This is an optimization exercise on Yosys and OpenROAD, whose aim is small area, not a production implementation. In this exercise RTL edits were held to simulation tests only and were not proved equivalent to the original. Power and IR drop assume default switching activity. The clock port is modelled as an ideal driver; clocking choices that lean on that would not hold on a real chip.

## vector_chunk_streamer
module vector_chunk_streamer #(
    parameter int element_width = 32,
    parameter int no_of_units   = 8,
    parameter int max_chunks    = 8
) (
    input  logic                                 clk,
    input  logic                                 reset,
    input  logic                                 wr_en,
    input  logic                                 wr_sel,
    input  logic [$clog2(max_chunks)-1:0]        wr_addr,
    input  logic [element_width*no_of_units-1:0] wr_data,
    input  logic                                 start,
    input  logic [31:0]                          total,
    output logic [element_width*no_of_units-1:0] first_row_plus_additional,
    output logic [element_width*no_of_units-1:0] vector2,
    output logic                                 outsider_read_now,
    input  logic                                 I_am_ready,
    input  logic                                 finish,
    input  logic [element_width-1:0]             dot_product_output,
    output logic [element_width-1:0]             result,
    output logic                                 result_valid,
    output logic                                 busy,
    output logic                                 err
);
Size: roughly 4200 flip-flops, roughly 880 I/O pins.
export LEC_CHECK = 0
export CAP_MARGIN = 20
export CORE_MARGIN = 2
export CORE_UTILIZATION = 60
export CTS_BUF_LIST = sky130_fd_sc_hd__clkbuf_16
export CTS_CLUSTER_DIAMETER = 100
export CTS_CLUSTER_SIZE = 28
export SLEW_MARGIN = 20
create_clock -name core_clock -period 5.0 [get_ports {clk}]
run.sh (not shown) runs the stock make flow with config.mk's settings and CLKGATE_MAP_FILE= SYNTH_SCRIPT=/design/flow/synth_recipe.tcl, a recipe that flattens the netlist after the stock synthesis.
==> next run, changes <==
==> flow/flow/run.sh (new file) <==
#!/bin/bash
# Own layout flow:
#  1. the standard synthesis, unchanged;
#  2. its combinational logic re-mapped by ABC for area (flow/remap.tcl); every register
#     cell keeps its instance name and cell type;
#  3. the standard ORFS steps from floorplan on, with ports buffered by buf_1 cells and a
#     CTS without dummy loads, with a clkbuf_16 root and clkbuf_16 leaf clusters.
# Each tool's full output goes to a log file in this folder.
set -euo pipefail
bash standard.sh synth > synth.log 2>&1

R=orfs/results/${FLOW_PLATFORM}/vector_chunk_streamer/base
YOSYS=$(command -v yosys || echo "$FLOW_HOME/../tools/install/yosys/bin/yosys")
cp "$R/1_2_yosys.v" "$R/1_2_yosys_standard.v"
REMAP_LIB="$FLOW_HOME/platforms/$FLOW_PLATFORM/lib/sky130_fd_sc_hd__tt_025C_1v80.lib" \
REMAP_IN="$R/1_2_yosys_standard.v" REMAP_OUT="$R/1_2_yosys_remap.v" REMAP_TOP="$FLOW_TOP" \
    "$YOSYS" -c flow/remap.tcl > remap.log 2>&1
# Keep the standard netlist's timestamp order: 1_2_yosys.v newer than its inputs, and the
# odb built again from it.
cp "$R/1_2_yosys_remap.v" "$R/1_2_yosys.v"
rm -f "$R/1_synth.odb" "$R/1_synth.sdc"

export BUFFER_PORTS_ARGS="-buffer_cell sky130_fd_sc_hd__buf_1"
export CTS_ARGS="-sink_clustering_enable -repair_clock_nets -dont_use_dummy_load -sink_clustering_size 28 -sink_clustering_max_diameter 100 -root_buf sky130_fd_sc_hd__clkbuf_16 -buf_list {sky130_fd_sc_hd__clkbuf_16}"
bash standard.sh finish > layout.log 2>&1
==> flow/flow/remap.tcl (new file) <==
# Re-map the combinational logic of the standard synthesis's netlist for area; every
# register cell instance (name and type) is kept as it is.
set lib $::env(REMAP_LIB)
yosys read_liberty -ignore_miss_func $lib
yosys read_verilog $::env(REMAP_IN)
yosys hierarchy -top $::env(REMAP_TOP)
yosys setattr -mod -set keep_hierarchy 1 {sky130_fd_sc_hd__*df*} {sky130_fd_sc_hd__*dl*} {sky130_fd_sc_hd__conb_*}
yosys flatten
yosys opt_clean -purge
yosys abc -liberty $lib -dont_use *probe* -dont_use *lpflow* -dont_use *clkdly* -dont_use *dlygate* -dont_use *dlymetal*
yosys splitnets
yosys opt_clean -purge
yosys hilomap -singleton -hicell sky130_fd_sc_hd__conb_1 HI -locell sky130_fd_sc_hd__conb_1 LO
yosys insbuf -buf sky130_fd_sc_hd__buf_1 A X
yosys opt_clean -purge
yosys select $::env(REMAP_TOP)
yosys write_verilog -noattr -nohex -nodec -selected $::env(REMAP_OUT)
==> flow/standard.sh (new file) <==
#!/bin/bash
# synth_recipe.tcl (not shown) runs the flow's synth.tcl, then flattens the netlist and writes it again
# the make line also repeats each setting of config.mk as NAME=value (left out here)
make -C /OpenROAD-flow-scripts/flow DESIGN_CONFIG=/design/flow/config.mk WORK_HOME=/design/flow/orfs CLKGATE_MAP_FILE= SYNTH_SCRIPT=/design/flow/synth_recipe.tcl "${@:-finish}"
CELL_PAD_IN_SITES_DETAIL_PLACEMENT = 1   (was unset)
CELL_PAD_IN_SITES_GLOBAL_PLACEMENT = 1   (was unset)
CORE_UTILIZATION = 55   (was 60)
removed: flow/run.sh
- sequential cell count does not change
- combinational power came out lower by about a fifth
- clock power came out lower by a few percent
==> next run, changes <==
CELL_PAD_IN_SITES_DETAIL_PLACEMENT = unset   (was 1)
CELL_PAD_IN_SITES_GLOBAL_PLACEMENT = unset   (was 1)
CORE_UTILIZATION = 45   (was 55)
What happened: Cell area climbs by 0.52%; non-clock buffer count shrinks by 12; setup slack gets worse by 0.094 ns; clock skew increases by 0.043 ns; utilization falls by 11 points; synthesized cell count stays the same; routed wire length shrinks by 5.9%; cell count rises by 6.7%; die area grows by 22%.
==> next run, changes <==
==> flow/flow/run.sh (replaced) <==
#!/bin/bash
# Own layout flow: the standard synthesis unchanged, then the standard ORFS steps with
# two changes: ports are buffered with buf_1 cells, and CTS uses no dummy loads and a
# clkbuf_16 root buffer. Each step's full output goes to a log file in this folder.
set -euo pipefail
bash standard.sh synth > synth.log 2>&1
export BUFFER_PORTS_ARGS="-buffer_cell sky130_fd_sc_hd__buf_1"
export CTS_ARGS="-sink_clustering_enable -repair_clock_nets -dont_use_dummy_load -sink_clustering_size 28 -sink_clustering_max_diameter 100 -root_buf sky130_fd_sc_hd__clkbuf_16 -buf_list {sky130_fd_sc_hd__clkbuf_16}"
bash standard.sh finish > layout.log 2>&1
CORE_UTILIZATION = 60   (was 45)
removed: flow/flow/remap.tcl
Result: The new run finished clean. Worst setup slack loses 0.017 ns. Global-route usage went up by 8.3 points. Power is lower by 0.58%. Synthesized area climbs by about 4.3%. Sequential cell count is unchanged.

[static timing again, ports no longer ideal]
The results above use ideal ports. As a check the final layouts listed here were re-extracted and re-timed, cells and wires unchanged. Step 1, drivers: a clkbuf_16 drives clk and a buf_2 each remaining input, both assumed. Step 2 moves the port delays by t, midway between the first and last clock arrival at a register: inputs arrive t later, outputs are due t later. That takes back most of the time a late clock gives input paths. Three values: ideal ports, drivers, drivers and shift; two values: the first two.
run | t, ns | slack for setup (ns) | latest minus earliest clock arrival (ns)
the first run | 0.955 | 0.229 / 0.130 / 1.037 | 0.042 / 0.042
the second run | 0.947 | 0.500 / 0.393 / 1.054 | 0.070 / 0.070
the third run | 0.970 | 0.406 / 0.295 / 1.265 | 0.124 / 0.125
the fourth run | 0.973 | 0.390 / 0.282 / 1.255 | 0.052 / 0.052
After both steps setup and hold are still met in every run listed.
